Background: an optimization exercise with open tools, aiming at small area, a short achievable clock period and few clock cycles per item. Do not read the settings as production practice. Function was checked by simulation only, so behaviour that the tests miss may differ from the original. Power figures rest on the tool's default switching activity, not on a simulated workload.

### design/flow/config.mk
export PLATFORM = sky130hd
export DESIGN_NAME = alu_pipe
export DESIGN_NICKNAME = alu_pipe
export VERILOG_FILES = /design/flow/design.v
export SDC_FILE = /design/flow/constraint.sdc
export NUM_CORES = 4
export LEC_CHECK = 0
export CAP_MARGIN = 20
export CORE_MARGIN = 2
export CORE_UTILIZATION = 40
export SLEW_MARGIN = 20
### design/flow/constraint.sdc
create_clock -name core_clock -period 7.5 [get_ports {clk}]
set_input_delay 1.5000 -clock core_clock [delete_from_list [all_inputs] [get_ports {clk}]]
set_output_delay 1.5000 -clock core_clock [all_outputs]
set_load 0.01 [all_outputs]
### design/flow/design.v
module alu_pipe #(
    parameter int OPERANDSIZE = 64
) (
    input  logic                   clk,
    input  logic                   rst,
    input  logic                   inValid,
    output logic                   inReady,
    input  logic [OPERANDSIZE-1:0] a,
    input  logic [OPERANDSIZE-1:0] b,
    input  logic [11:0]            operationSelect,
    output logic                   outValid,
    input  logic                   outReady,
    output logic [OPERANDSIZE-1:0] q,
    output logic                   zero,
    output logic                   carry,
    output logic                   overflow,
    output logic                   illegal
);
    localparam int SHAMTW = $clog2(OPERANDSIZE);
    localparam int MSB    = OPERANDSIZE - 1;
    localparam logic [11:0] OP_ADD  = 12'd0;
    localparam logic [11:0] OP_XOR  = 12'd1;
    localparam logic [11:0] OP_AND  = 12'd2;
    localparam logic [11:0] OP_OR   = 12'd3;
    localparam logic [11:0] OP_SUB  = 12'd4;
    localparam logic [11:0] OP_SLL  = 12'd5;
    localparam logic [11:0] OP_SRL  = 12'd6;
    localparam logic [11:0] OP_SRA  = 12'd7;
    localparam logic [11:0] OP_SLT  = 12'd8;
    localparam logic [11:0] OP_SLTU = 12'd9;
    localparam logic [11:0] OP_MUL  = 12'd10;
    typedef enum logic [1:0] {
        ST_IDLE  = 2'd0,
        ST_MUL   = 2'd1,
        ST_DRAIN = 2'd2
    } state_t;
    state_t                 state_r;
    state_t                 state_next_s;
    logic                   slot_free_s;
    logic                   in_ready_s;
    logic                   accept_s;
    logic                   is_mul_s;
    logic                   is_sub_s;
    logic [OPERANDSIZE-1:0] b_eff_s;
    logic [OPERANDSIZE:0]   sum_s;
    logic [SHAMTW-1:0]      shamt_s;
    logic [OPERANDSIZE-1:0] alu_q_s;
    logic                   alu_carry_s;
    logic                   alu_ovf_s;
    logic                   alu_ill_s;
    logic [OPERANDSIZE-1:0] mcand_r;
    logic [OPERANDSIZE-1:0] mplier_r;
    logic [OPERANDSIZE-1:0] acc_r;
    logic [SHAMTW-1:0]      count_r;
    logic [OPERANDSIZE-1:0] mul_add_s;
    logic [OPERANDSIZE-1:0] mul_result_s;
    logic                   last_iter_s;
    logic                   load_alu_s;
    logic                   load_mul_s;
    logic [OPERANDSIZE-1:0] q_r;
    logic                   out_valid_r;
    logic                   zero_r;
    logic                   carry_r;
    logic                   overflow_r;
    logic                   illegal_r;
    assign slot_free_s = !out_valid_r || outReady;
    assign accept_s    = inValid && in_ready_s;
    assign is_mul_s    = (operationSelect == OP_MUL);
    assign shamt_s     = b[SHAMTW-1:0];
    always_comb begin
        is_sub_s    = (operationSelect == OP_SUB);
        b_eff_s     = is_sub_s ? ~b : b;
        sum_s       = {1'b0, a} + {1'b0, b_eff_s} + {{OPERANDSIZE{1'b0}}, is_sub_s};
        alu_q_s     = {OPERANDSIZE{1'b0}};
        alu_carry_s = 1'b0;
        alu_ovf_s   = 1'b0;
        alu_ill_s   = 1'b0;
        case (operationSelect)
            OP_ADD, OP_SUB: begin
                alu_q_s     = sum_s[OPERANDSIZE-1:0];
                alu_carry_s = sum_s[OPERANDSIZE];
                alu_ovf_s   = (a[MSB] == b_eff_s[MSB]) && (sum_s[MSB] != a[MSB]);
            end
            OP_XOR:  alu_q_s = a ^ b;
            OP_AND:  alu_q_s = a & b;
            OP_OR:   alu_q_s = a | b;
            OP_SLL:  alu_q_s = a << shamt_s;
            OP_SRL:  alu_q_s = a >> shamt_s;
            OP_SRA:  alu_q_s = $unsigned($signed(a) >>> shamt_s);
            OP_SLT:  alu_q_s = {{(OPERANDSIZE-1){1'b0}}, ($signed(a) < $signed(b))};
            OP_SLTU: alu_q_s = {{(OPERANDSIZE-1){1'b0}}, (a < b)};
            OP_MUL:  alu_q_s = {OPERANDSIZE{1'b0}};
            default: alu_ill_s = 1'b1;
        endcase
    end
    always_comb begin
        mul_add_s    = acc_r + (mcand_r[0] ? mplier_r : {OPERANDSIZE{1'b0}});
        last_iter_s  = (count_r == SHAMTW'(OPERANDSIZE - 1));
        mul_result_s = (state_r == ST_MUL) ? mul_add_s : acc_r;
        load_alu_s   = (state_r == ST_IDLE) && accept_s && !is_mul_s;
        load_mul_s   = (((state_r == ST_MUL) && last_iter_s) || (state_r == ST_DRAIN)) && slot_free_s;
    end
    always_ff @(posedge clk) begin
        if (rst) begin
            state_r <= ST_IDLE;
        end else begin
            state_r <= state_next_s;
        end
    end
    always_comb begin
        state_next_s = state_r;
        case (state_r)
            ST_IDLE: begin
                if (accept_s && is_mul_s) begin
                    state_next_s = ST_MUL;
                end else begin
                    state_next_s = ST_IDLE;
                end
            end
            ST_MUL: begin
                if (last_iter_s) begin
                    state_next_s = slot_free_s ? ST_IDLE : ST_DRAIN;
                end else begin
                    state_next_s = ST_MUL;
                end
            end
            ST_DRAIN: begin
                state_next_s = slot_free_s ? ST_IDLE : ST_DRAIN;
            end
            default: state_next_s = ST_IDLE;
        endcase
    end
    always_comb begin
        in_ready_s = 1'b0;
        if (rst) begin
            in_ready_s = 1'b1;
        end else begin
            case (state_r)
                ST_IDLE:  in_ready_s = slot_free_s;
                ST_MUL:   in_ready_s = 1'b0;
                ST_DRAIN: in_ready_s = 1'b0;
                default:  in_ready_s = 1'b0;
            endcase
        end
    end
    always_ff @(posedge clk) begin
        if (rst) begin
            mcand_r  <= {OPERANDSIZE{1'b0}};
            mplier_r <= {OPERANDSIZE{1'b0}};
            acc_r    <= {OPERANDSIZE{1'b0}};
            count_r  <= {SHAMTW{1'b0}};
        end else if ((state_r == ST_IDLE) && accept_s && is_mul_s) begin
            mcand_r  <= a;
            mplier_r <= b;
            acc_r    <= {OPERANDSIZE{1'b0}};
            count_r  <= {SHAMTW{1'b0}};
        end else if (state_r == ST_MUL) begin
            acc_r    <= mul_add_s;
            mplier_r <= mplier_r << 1;
            mcand_r  <= mcand_r >> 1;
            count_r  <= count_r + SHAMTW'(1);
        end
    end
    always_ff @(posedge clk) begin
        if (rst) begin
            out_valid_r <= 1'b0;
            q_r         <= {OPERANDSIZE{1'b0}};
            zero_r      <= 1'b0;
            carry_r     <= 1'b0;
            overflow_r  <= 1'b0;
            illegal_r   <= 1'b0;
        end else if (load_alu_s) begin
            out_valid_r <= 1'b1;
            q_r         <= alu_q_s;
            zero_r      <= (alu_q_s == {OPERANDSIZE{1'b0}});
            carry_r     <= alu_carry_s;
            overflow_r  <= alu_ovf_s;
            illegal_r   <= alu_ill_s;
        end else if (load_mul_s) begin
            out_valid_r <= 1'b1;
            q_r         <= mul_result_s;
            zero_r      <= (mul_result_s == {OPERANDSIZE{1'b0}});
            carry_r     <= 1'b0;
            overflow_r  <= 1'b0;
            illegal_r   <= 1'b0;
        end else if (outReady) begin
            out_valid_r <= 1'b0;
        end
    end
    assign inReady  = in_ready_s;
    assign outValid = out_valid_r;
    assign q        = q_r;
    assign zero     = zero_r;
    assign carry    = carry_r;
    assign overflow = overflow_r;
    assign illegal  = illegal_r;
endmodule
### design/flow/run.sh
#!/bin/bash
# synth_recipe.tcl (not shown) runs the flow's synth.tcl, then flattens the netlist and writes it again
# the make line also repeats each setting of config.mk as NAME=value (left out here)
make -C /OpenROAD-flow-scripts/flow DESIGN_CONFIG=/design/flow/config.mk WORK_HOME=/design/flow/orfs CLKGATE_MAP_FILE= SYNTH_SCRIPT=/design/flow/synth_recipe.tcl finish
==> flow_summary.yaml <==
yosys:
  ys_seq_area_share_pct: 15.5
  syn_area_sq_mm: 0.0348
  synth_cell_types: 92
  ys_warn_count: 1
  async_flop_share_pct: 0
  syn_inst: 4699
  synthesis.nets: 5180
  synth_seq_cells: 269
  avgSynthCellArea_sq_um: 7.42
  synth_flop_cell: "dfxtp_1"
  synth_edf_count: 0
place:
  gp_congestion: 1.04
  hpwlAfterDp_um: 144000
  dpl_cell_area_sq_mm: 0.0390
  io_buffers: 213
  dp_cells: 5942
clocking:
  cts.sink_count: 269
  clkTransAtPathRegs_ns: 0.06
  root_buffer: "clkbuf_16"
  hold_buffers: 0
  cts_resized: 0
  htree_num_levels: 2
  cts_tree: "yes"
  insertion_delay_ns: 0.64
  cts_buffers: 37
  cts.path.max_buffers: 3
  post-cts-setup-buffers: 0
detailed_routing:
  drtIter0Drc: 4814
  finalWirelength_um: 181000
  drt_first_pass_iters: 6
  postRouteAntennaNets: 0
  vias: 39162
  route.detailed.drc: 0
  routedWlPerCell_um: 30.2
  via_per_inst: 6.52
timing:
  relSlewSlack_pct: 10.8
  clock_skew_ns: 0.0540
  fin_tns_setup_ns: 0
  period_needed_ns: 7.03
  hold_viol: 0
  setup_viol: 0
  worstMarginPinSlew_ns: 1.33
  finalMaxSlewViolations: 0
  period_share_pct: 93.7
  max_freq_mhz: 142
  rsz0062_at_grt: "no"
worst_setup_path:
  cpPeakStageDelay_ns: 0.57
  end_kind: "flop"
  worstPathArrival_ns: 7.56
  cp-start-kind: "input pin"
  slowest_stage: "or4_1"
  crit_required_ns: 8.04
  critPathMostFrequentCell: "buf_4"
  worstPathCellList: "clkdlybuf4s50_1 -> or4_1 -> nor4b_1 -> buf_4 -> nand2_4 -> xnor2_1 -> inv_1 -> fa_1 -> nand3b_1 -> a211oi_1 -> buf_4 -> nor3b_1 -> buf_4 -> xor2_1 -> nor2_1 -> or4_1 -> or4_1 -> nor4_1 -> buf_4 -> nand4_1 -> and4bb_1 -> nand4_1 -> o22ai_1 -> a31o_1"
  critPathKind: "input pin to flop"
  path_max_fanout: 6
finish:
  fin_nets: 5307
  n_antenna_cell: 0
  fin_area_sq_mm: 0.0403
  areaGrowthSynthToFinish_pct: 15.5
  finish.utilization_pct: 46.6
  final_layout_size_suffix_gt1_share_pct: 11.1
  layout.cells.non_filler: 6009
floorplan:
  rows: 108
  die_height_um: 299
  dieArea_sq_mm: 0.0895
  io_pins: 214
  start_util_pct: 40.3
  die-width_um: 299
  design.core.area_sq_mm: 0.0865
global_route:
  antenna_found_initial: 8
  grt_util_all_layers_pct: 39.1
  grt-ovfl-total: 0
  grt_pass1_wl_um: 259000
  grt_pass1_vias: 36537
  grt_max_degree: 100
status:
  outcome: "finished clean"
power_and_ir_drop:
  powerDensity_mw_per_mm2: 127
  p_leak_nw: 16.3
  ir_worst_vdd_v: 0.000259
run:
  maxCapViolCount: 0
hold_path:
  hp-class: "flop to flop"
[routing by layer]
metal  global-route usage [%]  wire, um
met1                     54.2     77300
met2                     58.4     76700
met3                     6.41     16800
met4                     19.9     10700
met5                        0        11
[layout make-up]
| class | instances | area (sq um) |
|---|---|---|
| Tap cell | 1155 | 1450 |
| Clock buffer | 50 | 1070 |
| Fill cell | 8839 | 46200 |
| Inverter | 196 | 741 |
| Sequential cell | 269 | 5390 |
| Timing Repair Buffer | 436 | 3940 |
| Multi-Input combinational cell | 3886 | 27400 |
| Clock inverter | 17 | 230 |
[cell families (layout without fill, tap and decap cells)]
logic type,Yosys count,count (layout),synth area share (%)
AND/OR/NAND/NOR,1701,1701,22.8
buffers and inverters,544,699,6.12
multiplexers,322,322,14.0
flip-flops,269,269,15.5
adder cells (fa/ha/maj),337,337,12.1
XOR/XNOR,146,146,3.67
AO/OA/AOI/OAI,1380,1380,25.9
[power breakdown]
part	total [W]	internal [W]	switching, W
sequential	0.00144	0.00143	0.00000724
clock	0.00194	0.00114	0.000792
combinational	0.00174	0.000612	0.00113
total	0.00512	0.00319	0.00193
[metrics by stage]
step                      power (W)  hold WS (ns)  worst slack [ns]
after CTS                   0.00510         0.454             0.542
after global routing        0.00527         0.472             0.211
after global placement      0.00315         0.441           -0.0300
after floorplan             0.00240         0.436             0.669
after detailed placement    0.00314         0.446           -0.0485
final                       0.00512         0.453             0.473
[cells in the final DEF (no fill, tap or decap), types with 42 or more instances in the layout]
master	instances
xor2_1	42
a221oi_1	76
buf_4	213
nand3_1	145
nor2_1	463
a21oi_1	368
o21ai_0	293
nor4_1	44
ha_1	335
a22oi_1	104
o21bai_1	43
dfxtp_1	268
xnor2_1	104
mux4_2	121
clkdlybuf4s50_1	206
mux2i_1	133
nor3_1	88
inv_1	191
a21o_1	57
mux2_2	65
o211ai_1	42
a31oi_1	48
nand2_1	560
nand4_1	79
and2_1	94
a211oi_1	47
[sequential cells by signal (all words and copies together) (netlist names)]
name and flops:
illegal_r 1, acc_r 64, overflow_r 1, q_r 64, carry_r 1, zero_r 1
mcand_r 64, mplier_r 64, out_valid_r 1, count_r 6, state_r 2
[synthesized netlist by cell type, types with 47 or more instances]
library cell / instances / area (sq um)
a211oi_1: 47 / 353
inv_1: 193 / 724
nand2_1: 561 / 2110
a31oi_1: 48 / 300
a221oi_1: 76 / 666
and2_1: 94 / 588
nor2_1: 466 / 1750
a22oi_1: 104 / 781
mux4_2: 121 / 2730
nor3_1: 90 / 450
o21ai_0: 294 / 1470
xnor2_1: 104 / 911
ha_1: 335 / 4190
clkbuf_1: 270 / 1010
nand4_1: 79 / 494
dfxtp_1: 269 / 5390
a21o_1: 57 / 428
nand3_1: 146 / 731
a21oi_1: 369 / 1850
mux2i_1: 133 / 1330
mux2_2: 65 / 732
[final timing paths]
kind | start | end | slack (ns) | cells after the start
min | mcand_r[19] | mcand_r[19] | 0.45 | 2
min reg2reg | mcand_r[19] | mcand_r[19] | 0.45 | 2
max reg2reg | mcand_r[0] | zero_r | 1.55 | 16
max | operationSelect[5] | zero_r | 0.47 | 24
[worst max-delay path, delay by kind of cell]
| kind | cells | cell delay [ns] |
|---|---|---|
| simple gates | 12 | 3.24 |
| buf+inv | 6 | 1.33 |
| compound gates | 3 | 0.68 |
| fa+ha+maj | 1 | 0.44 |
| xor+xnor | 2 | 0.36 |
Testbench counts, summed over its fixed seeds: cycles 107,144, items 16,000.

## what the ideal ports hide
The flow's constraints put no driver on any port. The routed layout listed below was extracted and timed again, unchanged, in two steps. Step 1 (the two cells are an assumption about what drives the block):
set clk [get_ports {clk}]
set_driving_cell -lib_cell sky130_fd_sc_hd__clkbuf_16 $clk
set_driving_cell -lib_cell sky130_fd_sc_hd__buf_2 [delete_from_list [all_inputs] $clk]
Step 2 also shifts input and output timing later by t, the mid clock arrival at the registers, as if the neighbouring blocks saw the same clock. Three values: ideal, step 1, step 2; two values: the first two.
t (ns): 0.692
slack for setup (ns): 0.473 / 0.516 / -0.175
clock arrival spread, ns: 0.055 / 0.055
Met with ideal ports but missed after step 2: setup timing in this run. For this run, drivers alone change the setup slack by +0.043 ns; drivers and shift together by -0.648 ns.
